This is an optimization exercise on Yosys and OpenROAD, whose aim is small area, not a production implementation.
Where RTL was checked, it was by simulation tests only, not by an equivalence proof against the original.
No driver is modelled on the clock port, so clocking that relies on it looks cheaper here than on a real chip.
Power is estimated from default activity; no workload was simulated.

Design cpuTop, start of the top module:
module cpuTop (
  input  logic        clk,
  input  logic        reset,
  input  logic [15:0] instr,
  input  logic [15:0] memRdata,
  output logic [15:0] pc,
  output logic [15:0] memAddr,
  output logic [15:0] memWdata,
  output logic        memWrite,
  output logic        memEn
);
Size in the first run: ~760 cells after synthesis, roughly 320 flip-flops.
clock: 11.0 ns
lec_check: 0
cap_margin: 20
core_margin: 2
core_utilization: 65
slew_margin: 20
synth_hierarchical: 1
standard.sh (not shown) runs the stock make flow with config.mk's settings and CLKGATE_MAP_FILE= SYNTH_SCRIPT=/design/flow/synth_recipe.tcl, a recipe that flattens the netlist after the stock synthesis.
==> flow/flow/run.sh <==
#!/bin/bash
# Own flow: the standard layout (standard.sh, with its standard
# synthesis unchanged) with three settings passed through ORFS's own
# variables:
#  - port buffers are the smallest buffer, sky130_fd_sc_hd__buf_1 (every
#    input and output port still gets its own buffer);
#  - clock tree synthesis uses clkbuf_4 clusters and adds no dummy loads;
#  - after clock tree synthesis, logic cells with timing to spare are swapped
#    for smaller cells of the same function (flow/downsize.tcl); global
#    routing's repair steps then run as usual.
# make's full output goes to flow.log here; ORFS keeps each step's log under
# orfs/logs/.
set -euo pipefail
export BUFFER_PORTS_ARGS="-buffer_cell sky130_fd_sc_hd__buf_1"
export CTS_ARGS="-sink_clustering_enable -repair_clock_nets -dont_use_dummy_load -buf_list sky130_fd_sc_hd__clkbuf_4 -sink_clustering_size 12 -sink_clustering_max_diameter 40"
export POST_CTS_TCL="$PWD/flow/downsize.tcl"
bash standard.sh > flow.log 2>&1
Other scripts of this flow, unchanged in this note and not shown: flow/flow/downsize.tcl
Next try:
--- a/flow/design.v
+++ b/flow/design.v
@@ -20,19 +20,17 @@
   input  logic acc,
   input  logic b,      
   input  logic bm1,    
   input  logic one,
   input  logic two,
   input  logic neg,
-  input  logic m,      
-  input  logic ld,     
   input  logic c,
   output logic s,
   output logic co
 );
-  wire pp = ((one & b) | (two & bm1) | (ld & m)) ^ neg;
+  wire pp = ((one & b) | (two & bm1)) ^ neg;
   fa1 u_fa (.a(acc), .b(pp), .c(c), .s(s), .co(co));
 endmodule
 module wrDecode (
   input  logic [3:0]  wa,
   input  logic        wen,
   input  logic        clr,
@@ -205,16 +203,13 @@
   logic [1:0] pcDig;
   mux8c u_pc0 (.d({pc[14], pc[12], pc[10], pc[8], pc[6], pc[4], pc[2], pc[0]}), .s(ph), .y(pcDig[0]));
   mux8c u_pc1 (.d({pc[15], pc[13], pc[11], pc[9], pc[7], pc[5], pc[3], pc[1]}), .s(ph), .y(pcDig[1]));
   wire [1:0] immDig = ph[2] ? {2{imm[7]}} : imm[{ph[1:0], 1'b0} +: 2];
   wire usePc = isBc || isJal;
   wire [1:0] aD = usePc ? pcDig : rA;
-  wire useImm = op == 4'd1 || op == 4'd2 || op == 4'd3 || op == 4'd5 ||
-                op == 4'd9 || op == 4'd11 || op == 4'd12 || op == 4'd14 ||
-                (isSh && fn[3:2] == 2'b00);
-  wire [1:0] xRaw = useImm ? immDig : rB;
+  wire [1:0] xRaw = isR ? rB : immDig;
   wire xEn = isBc ? cond : !isJal;
   wire inv = aluOp && isSub;
   wire [1:0] xD = (xRaw & {2{xEn}}) ^ {2{inv}};
   wire cin0 = inv || isJal || (isBc && !cond);
   wire c0 = (ph == 3'd0) ? cin0 : cy;
   wire s0 = aD[0] ^ xD[0] ^ c0;
@@ -252,35 +247,36 @@
           fl <= !c2;
           fn_ <= c2 ^ aD[1] ^ xD[1];
         end
       end
     end
   end
-  wire [1:0]  marIn   = isBc ? {s1, s0} : xRaw;
+  wire [1:0]  marIn   = isBc ? {s1, s0} : (isMul ? xRaw : rB);
   wire [15:0] marNext = {marIn, mar[15:2]};
   always_ff @(posedge clk)
   begin
     if (!r2)
       mar <= marNext;
   end
   wire mulStep = isMul && r2;
   wire ldStep  = isLd && r2 && ph == 3'd0;   
   wire bLow  = pb && ph != 3'd0;
   wire bOne  = mulStep && (rA[0] ^ bLow);
   wire bTwo  = mulStep && ((rA[1] & !rA[0] & !bLow) | (!rA[1] & rA[0] & bLow));
   wire bNeg  = mulStep && rA[1] && !(rA[0] && bLow);
+  wire [15:0] accIn = acc | (ldStep ? memRdata : 16'd0);
   logic [15:0] psum;
   logic [16:0] pc_;    
   assign pc_[0] = bNeg;
   genvar gk;
   for (gk = 0; gk < 16; gk++)
   begin : g_row
-    boothCell u_c (.acc(acc[gk]), .m(memRdata[gk]), .ld(ldStep), .b(mar[gk]), .bm1(gk == 0 ? 1'b0 : mar[gk == 0 ? 0 : gk - 1]),
+    boothCell u_c (.acc(accIn[gk]), .b(mar[gk]), .bm1(gk == 0 ? 1'b0 : mar[gk == 0 ? 0 : gk - 1]),
                    .one(bOne), .two(bTwo), .neg(bNeg), .c(pc_[gk]), .s(psum[gk]), .co(pc_[gk + 1]));
   end
-  wire [4:0] amt   = mar[4:0];   
+  wire [4:0] amt   = (fn[3:2] == 2'b00) ? instr[4:0] : mar[4:0];
   wire       arith = (fn[3:1] == 3'b001) || (fn == 4'b0110);
   wire [2:0] q     = amt[3:1];
   wire       rOdd  = amt[0];
   wire [3:0] j     = {1'b0, q} + {3'd0, rOdd};
   logic       tapE, tapO, tapO8;
   mux8c u_tapE (.d({acc[2], acc[4], acc[6], acc[8], acc[10], acc[12], acc[14], rA[0]}), .s(q), .y(tapE));
@@ -315,14 +311,19 @@
       end
       else if (isScnd)
       begin
         wen = 1'b1;
         wd  = {1'b0, cond && ph == 3'd0};
       end
-      else if (isJal || (aluOp && !isCmp && !isMul))
-        wen = 1'b1;   
+      else if (isJal)
+      begin
+        wen = 1'b1;
+        wd  = {s1, s0};
+      end
+      else if (aluOp && !isCmp && !isMul)
+        wen = 1'b1;
     end
   end
   wire jmp = isBc || isJ || isJal || isJra;
   logic [15:0] pcInc;
   logic [16:0] ic;
   assign ic[0] = done && !jmp;
The new run completed with no timing, DRC or antenna violations.
Power barely changes.
Sequential share of layout area came out lower by 1.1 points.
Non-clock buffer count decreases by 2.
Worst hold slack gains 0.0081 ns.
Clock-buffer cell count does not change.
Cell area climbs by 1.9%.
Via count increases by 1.4%.
Combinational power is higher by about 10%.
Maximum frequency is about the same.
Sequential power hardly moves.
Worst setup slack loses 0.015 ns.


Another version of the RTL of cpuTop (not shown whole).
Size: ~760 cells after synthesis, about 320 flip-flops, about 84 I/O pins, about 11000 um2 of cells after synthesis.
export LEC_CHECK = 0
export CAP_MARGIN = 20
export CORE_MARGIN = 2
export CORE_UTILIZATION = 65
export SLEW_MARGIN = 20
export SYNTH_HIERARCHICAL = 1
create_clock -name core_clock -period 11.0 [get_ports {clk}]
Scripts as last shown in full above: flow/flow/run.sh
Other scripts of this flow, unchanged in this note and not shown: flow/flow/downsize.tcl
==> next run, changes <==
--- a/flow/design.v
+++ b/flow/design.v
@@ -63,26 +63,14 @@
   wrPredecode u_pre (.wa(wa), .wen(wen), .clr(clr), .loN(loN), .hiN(hiN));
   genvar r;
   for (r = 0; r < 16; r++)
   begin : g_sel
     nor2c u_s (.a(loN[r % 4]), .b(hiN[r / 4]), .y(sel[r]));
   end
 endmodule
-module pcSlice (
-  input  logic p,
-  input  logic ci,
-  input  logic m,
-  input  logic selJ,
-  input  logic rst,
-  output logic nx,
-  output logic co
-);
-  assign co = p & ci;
-  assign nx = !rst && (selJ ? m : (p ^ ci));
-endmodule
 module mux2c (
   input  logic a,
   input  logic b,
   input  logic s,
   output logic y
 );
   assign y = s ? b : a;
@@ -337,40 +325,48 @@
     if (!(isSh && r2))
       pb <= rA[1];
   end
   always_comb
   begin
     wen = 1'b0;
     wd  = aluDig;
-    if (r2)
-    begin
-      wen = !isSt;
-      if (isLd || isMul) wd = psum[1:0];
-      else            wd = shDig;
-    end
-    else if (isScnd)
+    if (active)
     begin
-      wen = 1'b1;
-      wd  = {1'b0, cond && ph == 3'd0};
+      if (r2)
+      begin
+        wen = 1'b1;
+        wen = !isSt;
+        if (isLd || isMul) wd = psum[1:0];
+        else            wd = shDig;
+      end
+      else if (isScnd)
+      begin
+        wen = 1'b1;
+        wd  = {1'b0, cond && ph == 3'd0};
+      end
+      else if (isJal || (aluOp && !isCmp && !isMul))
+        wen = 1'b1;   
     end
-    else if (isJal || (aluOp && !isCmp && !isMul))
-      wen = 1'b1;   
   end
   wire jmp = isBc || isJ || isJal || isJra;
-  logic [15:0] pcNext;
-  logic [16:0] ic;
+  logic [15:0] pcInc;
+  logic [15:0] ic;
   assign ic[0] = done && !jmp;
-  wire selJ = done && jmp;
   genvar gi;
-  for (gi = 0; gi < 16; gi++)
-  begin : g_pc
-    pcSlice u_p (.p(pc[gi]), .ci(ic[gi]), .m(marNext[gi]), .selJ(selJ), .rst(reset),
-                 .nx(pcNext[gi]), .co(ic[gi + 1]));
+  for (gi = 0; gi < 15; gi++)
+  begin : g_inc
+    ha1 u_h (.a(pc[gi]), .b(ic[gi]), .s(pcInc[gi]), .co(ic[gi + 1]));
   end
+  assign pcInc[15] = pc[15] ^ ic[15];
   always_ff @(posedge clk)
-    pc <= pcNext;
+  begin
+    if (reset)
+      pc <= 16'd0;
+    else
+      pc <= (done && jmp) ? marNext : pcInc;
+  end
   assign memAddr  = mar;
   assign memWdata = acc;
   wire memStep = r2 && ph == 3'd0 && (isLd || isSt);   
   assign memWrite = memStep && isSt && !reset;
   assign memEn    = memStep && !reset;
 endmodule
What happened:
- The new run ran to the end with no violations
- die area came out higher by 0.65%
- power came out lower by 1.4%
- flip-flop and latch count is unchanged
- first-iteration DRC count came out higher by 7.8%
- global-route usage came out lower by 0.59 points
- routed wire length came out lower by about 0.4%
- core utilization came out lower by 0.52 points
- count of clock-buffer cells in the layout came out lower by 1
- worst setup slack gains 5.4 ps
- sequential share of layout area came out higher by 0.22 points
- combinational power came out lower by about 9%
- non-clock buffer count stays the same
No run of this note included a check of the RTL's function; only the layout flow was run.


## violet
cpuTop, a different RTL version from the one above (not shown whole).
For scale: roughly 740 cells after synthesis, ~320 flip-flops, roughly 84 I/O pins, ~10,000 um^2 of cells after synthesis.
export LEC_CHECK = 0
export CAP_MARGIN = 20
export CORE_MARGIN = 2
export CORE_UTILIZATION = 65
export SLEW_MARGIN = 20
export SYNTH_HIERARCHICAL = 1
create_clock -name core_clock -period 11.0 [get_ports {clk}]
Scripts as last shown in full above: flow/flow/run.sh
Other scripts of this flow, unchanged in this note and not shown: flow/flow/downsize.tcl
violet: flow completed, timing, DRC and antenna clean
What maple does differently from violet at the input level:
diff --git a/flow/design.v b/flow/design.v
--- a/flow/design.v
+++ b/flow/design.v
@@ -326,28 +326,25 @@
       sgn <= rA[1];
   end
   always_comb
   begin
     wen = 1'b0;
     wd  = aluDig;
-    if (active)
+    if (r2)
     begin
-      if (r2)
-      begin
-        wen = !isSt;
-        if (isLd || isMul) wd = psum[1:0];
-        else            wd = shDig;
-      end
-      else if (isScnd)
-      begin
-        wen = 1'b1;
-        wd  = {1'b0, cond && ph == 3'd0};
-      end
-      else if (isJal || (aluOp && !isCmp && !isMul))
-        wen = 1'b1;   
+      wen = !isSt;
+      if (isLd || isMul) wd = psum[1:0];
+      else            wd = shDig;
     end
+    else if (isScnd)
+    begin
+      wen = 1'b1;
+      wd  = {1'b0, cond && ph == 3'd0};
+    end
+    else if (isJal || (aluOp && !isCmp && !isMul))
+      wen = 1'b1;   
   end
   wire jmp = isBc || isJ || isJal || isJra;
   logic [15:0] pcInc;
   logic [15:0] ic;
   assign ic[0] = done && !jmp;
   genvar gi;
### Flow results
maple against violet: sequential cell area fraction in the yosys report decreased 1.1 points, total wire length after detailed routing increased about 10%, met1 wire length increased about 5%.
maple vs. violet: final period utilization fell 0.24 points, cell row count about even, total power climbed about 1.3%, fmax level, count of placed standard cells in the final layout, fillers left out picked up an extra 3.2%.
On fraction of area in multi-input gates, maple and violet are neck and neck.
For maple, only the layout was checked, not whether the RTL still works.

-- static timing again, ports no longer ideal --
No port has a modelled driver above. Below, the same layouts with a new extraction and two added sets of constraints. Step 1, drivers: a clkbuf_16 drives clk and a buf_2 each remaining input, both assumed. Step 2 times the ports against the registers' clock, not the clock port: input delays grow and output delays shrink by t, the midpoint of the rising clock arrivals with the driver on. Slacks: no drivers / after step 1 / after step 2; pairs: no drivers / after step 1.
run | t, ns | slack for setup (ns) | latest minus earliest clock arrival (ns) | worst register clock-pin slew, ns | pins driven straight from the clock port
the first run of note 1 | 0.627 | 0.375 / 0.381 / -0.246 | 0.072 / 0.072 | 0.12 / 0.12 | 1
the second run of note 1 | 0.621 | 0.360 / 0.375 / -0.245 | 0.089 / 0.089 | 0.12 / 0.12 | 1
the first run of note 2 | 0.639 | 0.340 / 0.350 / -0.289 | 0.097 / 0.098 | 0.12 / 0.12 | 1
the second run of note 2 | 0.613 | 0.346 / 0.355 / -0.258 | 0.146 / 0.146 | 0.12 / 0.12 | 1
violet | 0.621 | 0.333 / 0.343 / -0.279 | 0.084 / 0.083 | 0.12 / 0.12 | 1
maple | 0.638 | 0.358 / 0.367 / -0.271 | 0.092 / 0.092 | 0.12 / 0.12 | 1
Met with ideal ports but missed after step 2: setup timing in every run listed.
